From an optimization exercise on the open Yosys and OpenROAD flow, aimed at a short achievable clock period and few clock cycles; shortcuts taken in it are not production practice. Only the layout flow was run in this run; the RTL was not checked for function there. Power is estimated from default activity; no workload was simulated.

File: flow/config.mk
export PLATFORM = sky130hd
export DESIGN_NAME = srt_div_top
export DESIGN_NICKNAME = srt_div_top
export VERILOG_FILES = /design/flow/design.v
export SDC_FILE = /design/flow/constraint.sdc
export NUM_CORES = 4
export LEC_CHECK = 0
export ABC_CLOCK_PERIOD_IN_PS = 2500
export CAP_MARGIN = 20
export CORE_MARGIN = 2
export CORE_UTILIZATION = 45
export PLACE_DENSITY = 0.6
export SETUP_SLACK_MARGIN = 5
export SLEW_MARGIN = 20
File: flow/constraint.sdc
create_clock -name core_clock -period 10.0 [get_ports {clk}]
set_input_delay 2.0000 -clock core_clock [delete_from_list [all_inputs] [get_ports {clk}]]
set_output_delay 2.0000 -clock core_clock [all_outputs]
set_load 0.01 [all_outputs]
File: flow/design.v
`default_nettype none
package srt_pkg;
	parameter int APB_DATA_W = 32;	 
	parameter int EST_W = 5;	 
	typedef enum logic [2:0] {
		QD_ZERO = 3'b000,
		QD_POS1 = 3'b001,
		QD_POS2 = 3'b010,
		QD_NEG2 = 3'b110,
		QD_NEG1 = 3'b111
	} qdigit_e;
	typedef enum logic [7:0] {
		ADDR_DIVIDEND = 8'h00,
		ADDR_DIVISOR = 8'h04,	 
		ADDR_STATUS = 8'h08,
		ADDR_RESULT = 8'h0C	 
	} reg_addr_e;
endpackage
`default_nettype wire
`timescale 1ns/10ps
`default_nettype none
module srt_stage #(
	parameter int B = 4,
	parameter int W = 4
) (
	input logic [15:0] in_rem,
	input logic [B-1:0] in_bits,		 
	input logic [31:0] in_fits,		 
	input logic [31:0][19:0] in_mul,	 
	output logic [15:0] out_rem,
	output logic [B-1:0] out_q,
	output logic [15:0] out_rem_lo,
	output logic [15:0] out_rem_hi,
	output logic [B-1:0] out_q_lo,
	output logic [B-1:0] out_q_hi,
	output logic out_sel
);
	localparam int N = 2 ** B;
	logic [W-1:0] r;
	logic [N-1:0] ge;			 
	logic [N-1:0][W-1:0] t;
	if (W == B) begin : g_first
		assign r = in_bits;
	end else begin : g_rest
		assign r = {in_rem[W-B-1:0], in_bits};
	end
	assign ge[0] = 1'b1;
	assign t[0] = r;
	for (genvar k = 1; k < N; k++) begin : g_k
		assign ge[k] = in_fits[k] && (r >= in_mul[k][W-1:0]);
		assign t[k] = r - in_mul[k][W-1:0];
	end
	for (genvar l = 0; l <= B; l++) begin : g_lvl
		logic [(N >> l)*W-1:0] vr;	 
		logic [(N >> l)*B-1:0] vq;
		if (l == 0) begin : g_leaf
			for (genvar k = 0; k < N; k++) begin : g_k
				assign vr[W*k +: W] = t[k];
				assign vq[B*k +: B] = B'(k);
			end
		end else begin : g_mux
			for (genvar i = 0; i < (N >> l); i++) begin : g_i
				localparam int SI = (2 * i + 1) * (2 ** (l - 1));	 
				assign vr[W*i +: W] = ge[SI] ? g_lvl[l-1].vr[W*(2*i+1) +: W] : g_lvl[l-1].vr[W*2*i +: W];
				assign vq[B*i +: B] = ge[SI] ? g_lvl[l-1].vq[B*(2*i+1) +: B] : g_lvl[l-1].vq[B*2*i +: B];
			end
		end
	end
	always_comb begin
		out_rem = '0;
		out_rem[W-1:0] = g_lvl[B].vr[W-1:0];
	end
	assign out_q = g_lvl[B].vq[B-1:0];
	always_comb begin
		out_rem_lo = '0;
		out_rem_hi = '0;
		out_rem_lo[W-1:0] = g_lvl[B-1].vr[W-1:0];
		out_rem_hi[W-1:0] = g_lvl[B-1].vr[2*W-1:W];
	end
	assign out_q_lo = g_lvl[B-1].vq[B-1:0];
	assign out_q_hi = g_lvl[B-1].vq[2*B-1:B];
	assign out_sel = ge[N/2];
endmodule
`default_nettype wire
`timescale 1ns/10ps
`default_nettype none
import srt_pkg::*;
module srt_apb_regs #(
	parameter int FIFO_DEPTH = 4
) (
	input logic clk,
	input logic arst_n,
	input logic psel,
	input logic penable,
	input logic pwrite,
	input logic [7:0] paddr,
	input logic [srt_pkg::APB_DATA_W-1:0] pwdata,
	output logic [srt_pkg::APB_DATA_W-1:0] prdata,
	output logic pready,
	output logic pslverr,
	output logic launch,
	output logic [15:0] dividend,
	input logic res_valid,
	input logic [32:0] res
);
	localparam int CNT_W = $clog2(FIFO_DEPTH + 1);
	localparam int PTR_W = $clog2(FIFO_DEPTH);
	logic setup;
	logic a_dvd_wr;		 
	logic a_dvs_wr;		 
	logic a_res_rd;		 
	logic full;		 
	logic pop;
	logic [CNT_W-1:0] outst;
	logic [CNT_W-1:0] count;
	logic [CNT_W-1:0] count_nx;
	logic [PTR_W-1:0] wr_ptr;
	logic [PTR_W-1:0] rd_ptr;
	logic [32:0] mem [FIFO_DEPTH];
	logic empty_nx;
	logic [31:0] prdata_nx;
	logic pslverr_nx;
	assign setup = psel & ~penable;
	always_ff @(posedge clk or negedge arst_n) begin
		if (!arst_n) begin
			a_dvd_wr <= 1'b0;
			a_dvs_wr <= 1'b0;
			a_res_rd <= 1'b0;
		end else begin
			a_dvd_wr <= setup & pwrite & (paddr == ADDR_DIVIDEND);
			a_dvs_wr <= setup & pwrite & (paddr == ADDR_DIVISOR);
			a_res_rd <= setup & ~pwrite & (paddr == ADDR_RESULT);
		end
	end
	assign launch = a_dvs_wr & ~full;
	assign pop = a_res_rd & (count != '0);
	assign pready = 1'b1;
	assign count_nx = count + CNT_W'(res_valid) - CNT_W'(pop);
	logic [32:0] rq;
	logic rq_v;
	logic [PTR_W-1:0] rq_ptr;
	always_ff @(posedge clk) begin
		if (a_dvd_wr)
			dividend <= pwdata[15:0];
		rq <= res;
		rq_ptr <= wr_ptr;
		if (rq_v)
			mem[rq_ptr] <= rq;
	end
	always_ff @(posedge clk or negedge arst_n) begin
		if (!arst_n) begin
			rq_v <= 1'b0;
			outst <= '0;
			full <= 1'b0;
			count <= '0;
			wr_ptr <= '0;
			rd_ptr <= '0;
		end else begin
			rq_v <= res_valid;
			outst <= outst + CNT_W'(launch) - CNT_W'(pop);
			full <= (outst + CNT_W'(launch) - CNT_W'(pop)) == CNT_W'(FIFO_DEPTH);
			count <= count_nx;
			if (res_valid)
				wr_ptr <= (wr_ptr == PTR_W'(FIFO_DEPTH - 1)) ? '0 : wr_ptr + 1'b1;
			if (pop)
				rd_ptr <= (rd_ptr == PTR_W'(FIFO_DEPTH - 1)) ? '0 : rd_ptr + 1'b1;
		end
	end
	logic [32:0] head;		 
	logic cnt0;
	logic bypass;			 
	logic is_dvd, is_sts, is_res;
	logic [31:0] rd_early;
	assign head = (rq_v && rq_ptr == rd_ptr) ? rq : mem[rd_ptr];
	assign cnt0 = (count == '0);
	assign empty_nx = cnt0 & ~res_valid;
	assign is_dvd = (paddr == ADDR_DIVIDEND);
	assign is_sts = (paddr == ADDR_STATUS);
	assign is_res = (paddr == ADDR_RESULT);
	assign bypass = is_res & cnt0 & res_valid;
	always_comb begin
		rd_early = '0;
		if (is_dvd)
			rd_early = {16'b0, dividend};
		if (is_sts)
			rd_early = {24'b0, 4'(count + CNT_W'(res_valid)), 2'b0,
				(cnt0 ? res[32] : head[32]) & ~empty_nx, ~empty_nx};
		if (is_res & ~cnt0)
			rd_early = head[31:0];
	end
	assign prdata_nx = rd_early | ({32{bypass}} & res[31:0]);
	assign pslverr_nx = pwrite ? ((paddr == ADDR_DIVISOR) & full)
	                           : (is_res & empty_nx);
	always_ff @(posedge clk) begin
		prdata <= prdata_nx;
		pslverr <= pslverr_nx;
	end
endmodule
`default_nettype wire
`timescale 1ns/10ps
`default_nettype none
import srt_pkg::*;
module srt_div_top #(
	parameter int DATA_WIDTH = 16,
	parameter int FIFO_DEPTH = 4
) (
	input logic clk,
	input logic arst_n,
	input logic psel,
	input logic penable,
	input logic pwrite,
	input logic [7:0] paddr,
	input logic [srt_pkg::APB_DATA_W-1:0] pwdata,
	output logic [srt_pkg::APB_DATA_W-1:0] prdata,
	output logic pready,
	output logic pslverr
);
	logic launch;
	logic [15:0] dividend;
	logic res_valid;
	logic [32:0] res;		 
	srt_apb_regs #(.FIFO_DEPTH(FIFO_DEPTH)) u_apb_regs (
		.clk(clk), .arst_n(arst_n),
		.psel(psel), .penable(penable), .pwrite(pwrite), .paddr(paddr),
		.pwdata(pwdata), .prdata(prdata), .pready(pready), .pslverr(pslverr),
		.launch(launch), .dividend(dividend),
		.res_valid(res_valid), .res(res)
	);
	function automatic logic [16:0] split_sum(input logic [15:0] x, input logic [15:0] y,
			input logic sub);
		logic [15:0] yy;
		logic [8:0] lo;
		logic [7:0] hi;
		yy = sub ? ~y : y;
		lo = {1'b0, x[7:0]} + {1'b0, yy[7:0]} + 9'(sub);
		hi = x[15:8] + yy[15:8];
		split_sum = {hi, lo};	 
	endfunction
	logic [15:0] p1_d;
	logic [15:0] p1_a;
	logic [15:0][16:0] p1_mul;
	logic [15:0][16:0] mul_in;
	logic [31:0][19:0] mul_full;
	logic [15:0] d;
	assign d = pwdata[15:0];
	assign mul_in[0] = '0;
	assign mul_in[1] = {d[15:8], 1'b0, d[7:0]};
	assign mul_in[2] = split_sum(d << 1, 16'd0, 1'b0);
	assign mul_in[3] = split_sum(d << 1, d, 1'b0);
	assign mul_in[4] = split_sum(d << 2, 16'd0, 1'b0);
	assign mul_in[5] = split_sum(d << 2, d, 1'b0);
	assign mul_in[6] = split_sum(d << 2, d << 1, 1'b0);
	assign mul_in[7] = split_sum(d << 3, d, 1'b1);
	assign mul_in[8] = split_sum(d << 3, 16'd0, 1'b0);
	assign mul_in[9] = split_sum(d << 3, d, 1'b0);
	assign mul_in[10] = split_sum(d << 3, d << 1, 1'b0);
	assign mul_in[11] = '0;	 
	assign mul_in[12] = split_sum(d << 3, d << 2, 1'b0);
	assign mul_in[13] = '0;	 
	assign mul_in[14] = split_sum(d << 4, d << 1, 1'b1);
	assign mul_in[15] = split_sum(d << 4, d, 1'b1);
	always_ff @(posedge clk) begin
		p1_d <= pwdata[15:0];
		p1_a <= dividend;
		p1_mul <= mul_in;
	end
	for (genvar k = 0; k < 32; k++) begin : g_mul
		if (k >= 16) begin : g_narrow
			assign mul_full[k] = p1_d[0] ? 20'(k) : 20'd0;
		end else if (k == 11) begin : g_11
			assign mul_full[k] = {4'b0, mul_full[8][15:0] + mul_full[3][15:0]};
		end else if (k == 13) begin : g_13
			assign mul_full[k] = {4'b0, mul_full[8][15:0] + mul_full[5][15:0]};
		end else begin : g_cap
			assign mul_full[k] = {4'b0, p1_mul[k][16:9] + 8'(p1_mul[k][8]), p1_mul[k][7:0]};
		end
	end
	localparam int NSTEP = 4;
	localparam logic [31:0] CFG_B = 32'h0000_3445;
	localparam logic [7:0] CFG_REG = 8'b0000_1110;
	function automatic int step_b(input int s);
		step_b = int'(CFG_B[4*(s-1) +: 4]);
	endfunction
	function automatic int step_w(input int s);	 
		step_w = 0;
		for (int i = 1; i <= s; i++)
			step_w += step_b(i);
	endfunction
	function automatic bit reg_before(input int s);
		reg_before = CFG_REG[s-1];
	endfunction
	function automatic int count_regs();
		count_regs = 0;
		for (int i = 1; i <= NSTEP; i++)
			count_regs += int'(reg_before(i));
	endfunction
	localparam int NREG = count_regs();
	localparam int SPLIT = 3;
	logic [NSTEP:1][31:0] fits_in;
	for (genvar s = 1; s <= NSTEP; s++) begin : g_fits
		for (genvar k = 0; k < 32; k++) begin : g_k
			if (k == 0 || (step_w(s) >= 16 && k == 1)) begin : g_all
				assign fits_in[s][k] = 1'b1;
			end else begin : g_cmp
				assign fits_in[s][k] = (p1_d <= 16'((2 ** step_w(s) - 1) / k));
			end
		end
	end
	for (genvar s = 1; s <= NSTEP; s++) begin : g_step
		localparam int B = step_b(s);
		localparam int W = step_w(s);
		logic [15:0] i_rem, i_q, i_a;
		logic [15:0] i_rem_lo, i_rem_hi, i_q_lo, i_q_hi;	 
		logic i_sel;
		logic [NSTEP*32-1:0] i_fits;
		logic [639:0] i_mul;	 
		logic i_dbz;
		logic [15:0] o_rem, o_q, o_a;
		logic [B-1:0] qd;
		logic [15:0] o_rem_lo, o_rem_hi, o_q_lo, o_q_hi;
		logic [B-1:0] qd_lo, qd_hi;
		logic o_sel;
		if (s == 1) begin : g_src
			assign i_rem = '0;
			assign i_q = '0;
			assign i_a = p1_a;
			assign i_fits = fits_in;
			assign i_mul = mul_full;
			assign i_dbz = (p1_d == '0);
		end else if (reg_before(s) && s == SPLIT + 1) begin : g_reg_split
			always_ff @(posedge clk) begin
				i_rem_lo <= g_step[s-1].o_rem_lo;
				i_rem_hi <= g_step[s-1].o_rem_hi;
				i_q_lo <= g_step[s-1].o_q_lo;
				i_q_hi <= g_step[s-1].o_q_hi;
				i_sel <= g_step[s-1].o_sel;
				i_a <= g_step[s-1].o_a;
				i_fits <= g_step[s-1].i_fits;
				i_mul <= g_step[s-1].i_mul;
				i_dbz <= g_step[s-1].i_dbz;
			end
			assign i_rem = i_sel ? i_rem_hi : i_rem_lo;
			assign i_q = i_sel ? i_q_hi : i_q_lo;
		end else if (reg_before(s)) begin : g_reg
			always_ff @(posedge clk) begin
				i_rem <= g_step[s-1].o_rem;
				i_q <= g_step[s-1].o_q;
				i_a <= g_step[s-1].o_a;
				i_fits <= g_step[s-1].i_fits;
				i_mul <= g_step[s-1].i_mul;
				i_dbz <= g_step[s-1].i_dbz;
			end
		end else begin : g_wire
			assign i_rem = g_step[s-1].o_rem;
			assign i_q = g_step[s-1].o_q;
			assign i_a = g_step[s-1].o_a;
			assign i_fits = g_step[s-1].i_fits;
			assign i_mul = g_step[s-1].i_mul;
			assign i_dbz = g_step[s-1].i_dbz;
		end
		if (s == SPLIT + 1) begin : g_dual
			logic [15:0] rem_l, rem_h;
			logic [B-1:0] q_l, q_h;
			srt_stage #(.B(B), .W(W)) u_stage_lo (
				.in_rem(i_rem_lo), .in_bits(i_a[15 -: B]),
				.in_fits(i_fits[32*s-1 -: 32]), .in_mul(i_mul),
				.out_rem(rem_l), .out_q(q_l),
				.out_rem_lo(), .out_rem_hi(), .out_q_lo(), .out_q_hi(), .out_sel()
			);
			srt_stage #(.B(B), .W(W)) u_stage_hi (
				.in_rem(i_rem_hi), .in_bits(i_a[15 -: B]),
				.in_fits(i_fits[32*s-1 -: 32]), .in_mul(i_mul),
				.out_rem(rem_h), .out_q(q_h),
				.out_rem_lo(), .out_rem_hi(), .out_q_lo(), .out_q_hi(), .out_sel()
			);
			assign o_rem = i_sel ? rem_h : rem_l;
			assign qd = i_sel ? q_h : q_l;
			assign o_rem_lo = '0;
			assign o_rem_hi = '0;
			assign qd_lo = '0;
			assign qd_hi = '0;
			assign o_sel = 1'b0;
		end else begin : g_single
			srt_stage #(.B(B), .W(W)) u_stage (
				.in_rem(i_rem), .in_bits(i_a[15 -: B]),
				.in_fits(i_fits[32*s-1 -: 32]), .in_mul(i_mul),
				.out_rem(o_rem), .out_q(qd),
				.out_rem_lo(o_rem_lo), .out_rem_hi(o_rem_hi),
				.out_q_lo(qd_lo), .out_q_hi(qd_hi), .out_sel(o_sel)
			);
		end
		assign o_q_lo = {i_q[15-B:0], qd_lo};
		assign o_q_hi = {i_q[15-B:0], qd_hi};
		assign o_q = {i_q[15-B:0], qd};
		assign o_a = {i_a[15-B:0], B'(0)};
	end
	logic [NREG:1] v;
	always_ff @(posedge clk or negedge arst_n) begin
		if (!arst_n)
			v <= '0;
		else
			v <= {v[NREG-1:1], launch};
	end
	assign res_valid = v[NREG];
	assign res = {g_step[NSTEP].i_dbz, g_step[NSTEP].o_rem, g_step[NSTEP].o_q};
endmodule
`default_nettype wire
File: flow/flow/run.sh
#!/bin/bash
bash standard.sh SETUP_SLACK_MARGIN=${MARGIN:-7} finish > standard.log 2>&1
File: flow/standard.sh
#!/bin/bash
# synth_recipe.tcl (not shown) runs the flow's synth.tcl, then flattens the netlist and writes it again
# the make line also repeats each setting of config.mk as NAME=value (left out here)
make -C /OpenROAD-flow-scripts/flow DESIGN_CONFIG=/design/flow/config.mk WORK_HOME=/design/flow/orfs CLKGATE_MAP_FILE= SYNTH_SCRIPT=/design/flow/synth_recipe.tcl "${@:-finish}"
==> notes.md <==
* Outcome: no timing/DRC/antenna violations
* Nets at 7449
* Fmax at 280.0 MHz
* DRT antenna net count at 0
* Die Footprint at 0.1257 mm2
* Pre-Repair DR Iteration Count at 6
* Worst EP arrival at 4.12 ns
* Chip height at 354.5 um
* Gr usage total at 33.22%
* Clk slew on worst S/H paths at 0.06 ns
* Cell total after placement at 7699
* Unrepaired setup endpoints after global routing: yes
* P_int at 0.007947 W
* Post-DP HPWL at 155700 um
* Setup violators final at 0
* FF+latch area at 0.01842 mm2
* Layout cells sized above 1 at 27.31%
* Syn Area/Cell at 9.088 um2
* Cell chosen for the clock root: clkbuf_16
* Comb power frac at 39.4%
* Worst-Margin Slew at 1.039 ns
* Fraction of registers with async set/reset at 2.171%
* Worst path slowest cell: fa_2
* CTS Buf Count at 89
* Fin crit period at 3.571 ns
* Seq pwr share at 32.8%
* I/O Pins at 79
* Clock share of power at 27.8%
* Filler-free cell count of the finished design at 8455
* Pins Over Slew Limit at 0
* Number of global-route vias before repair at 48260
* Port bufs at 61
* Clock latency at the later pin of the worst-skew pair at 0.71 ns
* Die width at 354.5 um
* Mapped Nets at 6784
* Post-cts hold buffer count at 0
* First-pass GRT wire length at 312000 um
* Largest net degree at the start of global routing at 37
* Post-Synthesis Cells at 6084
* Slew HR at 30.65%
* Peak supply drop at 0.1521 mV
* Remaining DRCs at 0
* Hold crit path type: reg2reg
* Synth warnings at 6
* Fin worst setup slack at 6.429 ns
* Critical path launch point type: flop
* CP required at 10.55 ns
* Top_reg_cell synth: dfxtp_1
* Multi-input gate area at 0.03997 mm2
* Hold slack final at 0.3061 ns
* Drt total wl at 219400 um
* Core ar. at 0.1219 mm2
* CTS tree: done
* Final core occ at 59.31%
* Cell taking the most area after synthesis: dfxtp_1
* Worst path cell trace: inv_4 -> ha_4 -> fa_2 -> nand2b_4 -> buf_6 -> a2111oi_4 -> buf_4 -> o31ai_4 -> a21boi_2 -> xor2_2 -> nor3_4 -> nor3_2 -> a32o_2 -> a311o_1 -> o2bb2ai_2
* Setup TNS at 0 ns
* Net Sw Frac at 37.31%
* Routability cong. at 1.034
* Crit share post-route at 35.71%
* FILL cells at 10400
* Setup CP Type: reg2reg
* DR WL/cell at 25.95 um
* Via Count at 51280
* H-tree Lvls at 3
* Via-to-Cell Ratio at 6.065
* CP Max Fanout at 4
* Area of the mapped netlist at 0.05529 mm2
* Endpoints failing hold at 0
* Crit-path max cell delay at 0.44 ns
* Area share of the largest cell type after synthesis at 24.01%
* Antenna violations before repair at 18
* Max_cap viols at 0
* Sequential area share after synthesis at 32.86%
* Worst Skew at 0.05413 ns
* Unique cell type count in the Yosys netlist at 104
* Synthesized flop and latch total at 829
* Grt total ovfl at 0
* Drt initial violations at 5264
* Leakage power at 30.99 nW
* Crit. End Element: flop
* Starting Density at 45.36%
* P_sw at 0.004730 W
* Clk sinks at 829
* Rows at 128
* EDFF count, synth at 148
* Power Density at 175.4 mW/mm2
* Synth top area cells: dfxtp_1 (24%), ha_1 (14%), edfxtp_1 (8.0%)
* Clock buffer depth at 3
* P&R area growth vs syn at 30.73%
* Dpl ws at 5.035 ns
## timing repair
action,in CTS,in global routing
buffers inserted,396,163
resized for setup,1227,423
gates cloned,18,7
hold endpoints to repair,0,0
pin swaps,251,264
setup endpoints to repair,225,149
## layout by cell type, fill, tap and decap left out, drive strengths merged, types with 33 or more instances in the layout
cell,instances
ha,608
mux2i,198
xor2,201
a31oi,65
nand4,62
xnor2,309
nor3,116
inv,435
a211oi,94
nand2,353
clkinvlp,35
edfxtp,148
clkbuf,125
a21oi,497
mux4,33
o21ai,371
fa,47
nor2,355
o21bai,45
and3,61
nand3,122
buf,685
o21a,84
o211ai,75
dfxtp,663
nor2b,93
nand2b,83
a21o,202
## state kept, by name, indices dropped and copies added, names as in the netlist, 3 cells and up
signal and flops:
u_apb_regs.count 3, u_apb_regs.outst 3, g_step.i_dbz 3, v 3
p1_d 15, g_step.i_q 14, g_step.g_single.u_stage.in_fits 29, g_step.i_q_lo 3
u_apb_regs.rq 33, g_step.g_dual.u_stage_hi.in_mul 67, g_step.g_dual.u_stage_hi.in_fits 6, g_step.i_rem_lo 13
g_step.i_a 21, u_apb_regs.mem 132, g_step.i_q_hi 12, g_step.i_rem_hi 13
g_step.i_rem 14, u_apb_regs.prdata 32, u_apb_regs.dividend 16, g_step.g_single.u_stage.in_mul 274
p1_mul 66, g_step.i_fits 28, p1_a 16
## stage by stage
stage	power, W	instance area (um2)
2_1_floorplan	0.006896	55900
3_3_place_gp	0.008168	58450
3_5_place_dp	0.008194	58450
4_1_cts	0.01229	69010
5_1_grt	0.01322	72270
6_report	0.01268	72280
## power by group through the flow
stage	logic [W]	clock network [W]	registers (W)
finish	0.00500	0.00352	0.00416
global placement	0.00395	0	0.00422
CTS	0.00459	0.00356	0.00414
global route	0.00534	0.00371	0.00418
detailed placement	0.00397	0	0.00423
floorplan	0.00289	0	0.00401
## kinds of logic after synthesis
logic type,share of synthesized area (%)
flops,32.86
xor+xnor,8.079
buf+inv,4.121
compound gates,21.27
fa+ha+maj,15.46
simple gates,12.66
other cells,0.006783
mux,5.542
## worst paths after layout
path | start | end | slack (ns) | depth (start not counted)
min in group asynchronous | arst_n | u_apb_regs.outst[1]$_DFF_PN0_ | 1.79 | 1
hold reg to reg | g_step[1].g_single.u_stage.in_mul[286]$_DFF_P_ | g_step[2].g_single.u_stage.in_mul[286]$_DFF_P_ | 0.31 | 0
setup reg to reg | g_step[4].i_a[13]$_DFF_P_ | u_apb_regs.prdata[28]$_DFF_P_ | 6.43 | 15
setup / recovery | g_step[4].i_a[13]$_DFF_P_ | u_apb_regs.prdata[28]$_DFF_P_ | 6.43 | 15
max in group asynchronous | arst_n | u_apb_regs.rd_ptr[0]$_DFFE_PN0P_ | 7.66 | 1
hold / removal | g_step[1].g_single.u_stage.in_mul[286]$_DFF_P_ | g_step[2].g_single.u_stage.in_mul[286]$_DFF_P_ | 0.31 | 0
## per-layer routing
metal	global-route usage, %	routed length (um)	share of wire, %	vias to the layer above
met5	0	30	0.014	-
met4	21.48	17090	7.8	4
met3	6.159	17850	8.1	680
met2	51.59	95740	44	2341
met1	42.37	88710	40	24610
li1	-	-	-	23640
## worst max-delay path: cells and delay by family, from the launching register on
kind | cells | cell delay (ns)
simple gates | 3 | 0.45
buf+inv | 3 | 0.35
xor+xnor | 1 | 0.17
fa+ha+maj | 2 | 0.61
flops | 1 | 0.38
compound gates | 6 | 1.48
## cell usage after synthesis (21+ instances only)
cell type and number:
a211o_1 26, a211oi_1 94, a21boi_0 31, a21o_1 201
a21oi_1 493, a221oi_1 21, a22oi_1 29, a31oi_1 63
and2_1 27, and3_1 60, clkbuf_1 116, dfxtp_1 663
edfxtp_1 148, fa_1 47, ha_1 608, inv_1 453
mux2_2 29, mux2i_1 197, mux4_2 33, nand2_1 350
nand2b_1 83, nand3_1 122, nand4_1 61, nor2_1 355
nor2b_1 93, nor3_1 115, o211ai_1 75, o21a_1 83
o21ai_0 357, o21bai_1 45, o22ai_1 25, o31a_1 22
o31ai_1 29, or2_2 27, or3_1 32, xnor2_1 309
xor2_1 201
## layout make-up
| class | count | share of cell area (%) |
|---|---|---|
| Multi-Input combinational cell | 4663 | 55.30 |
| Sequential cell | 829 | 25.49 |
| Timing Repair Buffer | 706 | 9.323 |
| Clock buffer | 119 | 3.417 |
| Tap cell | 1625 | 2.813 |
| Inverter | 460 | 2.648 |
| Clock inverter | 48 | 0.9901 |
| Antenna cell | 5 | 0.01731 |

==> afterwards: timing with drivers on the ports <==
No port has a modelled driver above. Below, the same layout with a new extraction and two added sets of constraints. Step 1 sets driving cells, clkbuf_16 on the clock port and buf_2 on the other inputs (assumed; they add their load-dependent delay and slew). Step 2 adds t to the input delays and takes it off the output delays; t is the mean of the earliest and latest rising clock arrival at the registers after step 1. Input paths then give back, and output paths get back, about the clock's delay inside the block. Slacks: no drivers / after step 1 / after step 2; pairs: no drivers / after step 1.
shift t [ns]: 0.771
setup slack, ns: 6.429 / 6.429 / 6.208
cell pins on the clock port's net: 1
After both steps this run still meets setup and hold. For this run, drivers alone change the setup slack by 0.000 ns; drivers and shift together by -0.221 ns.
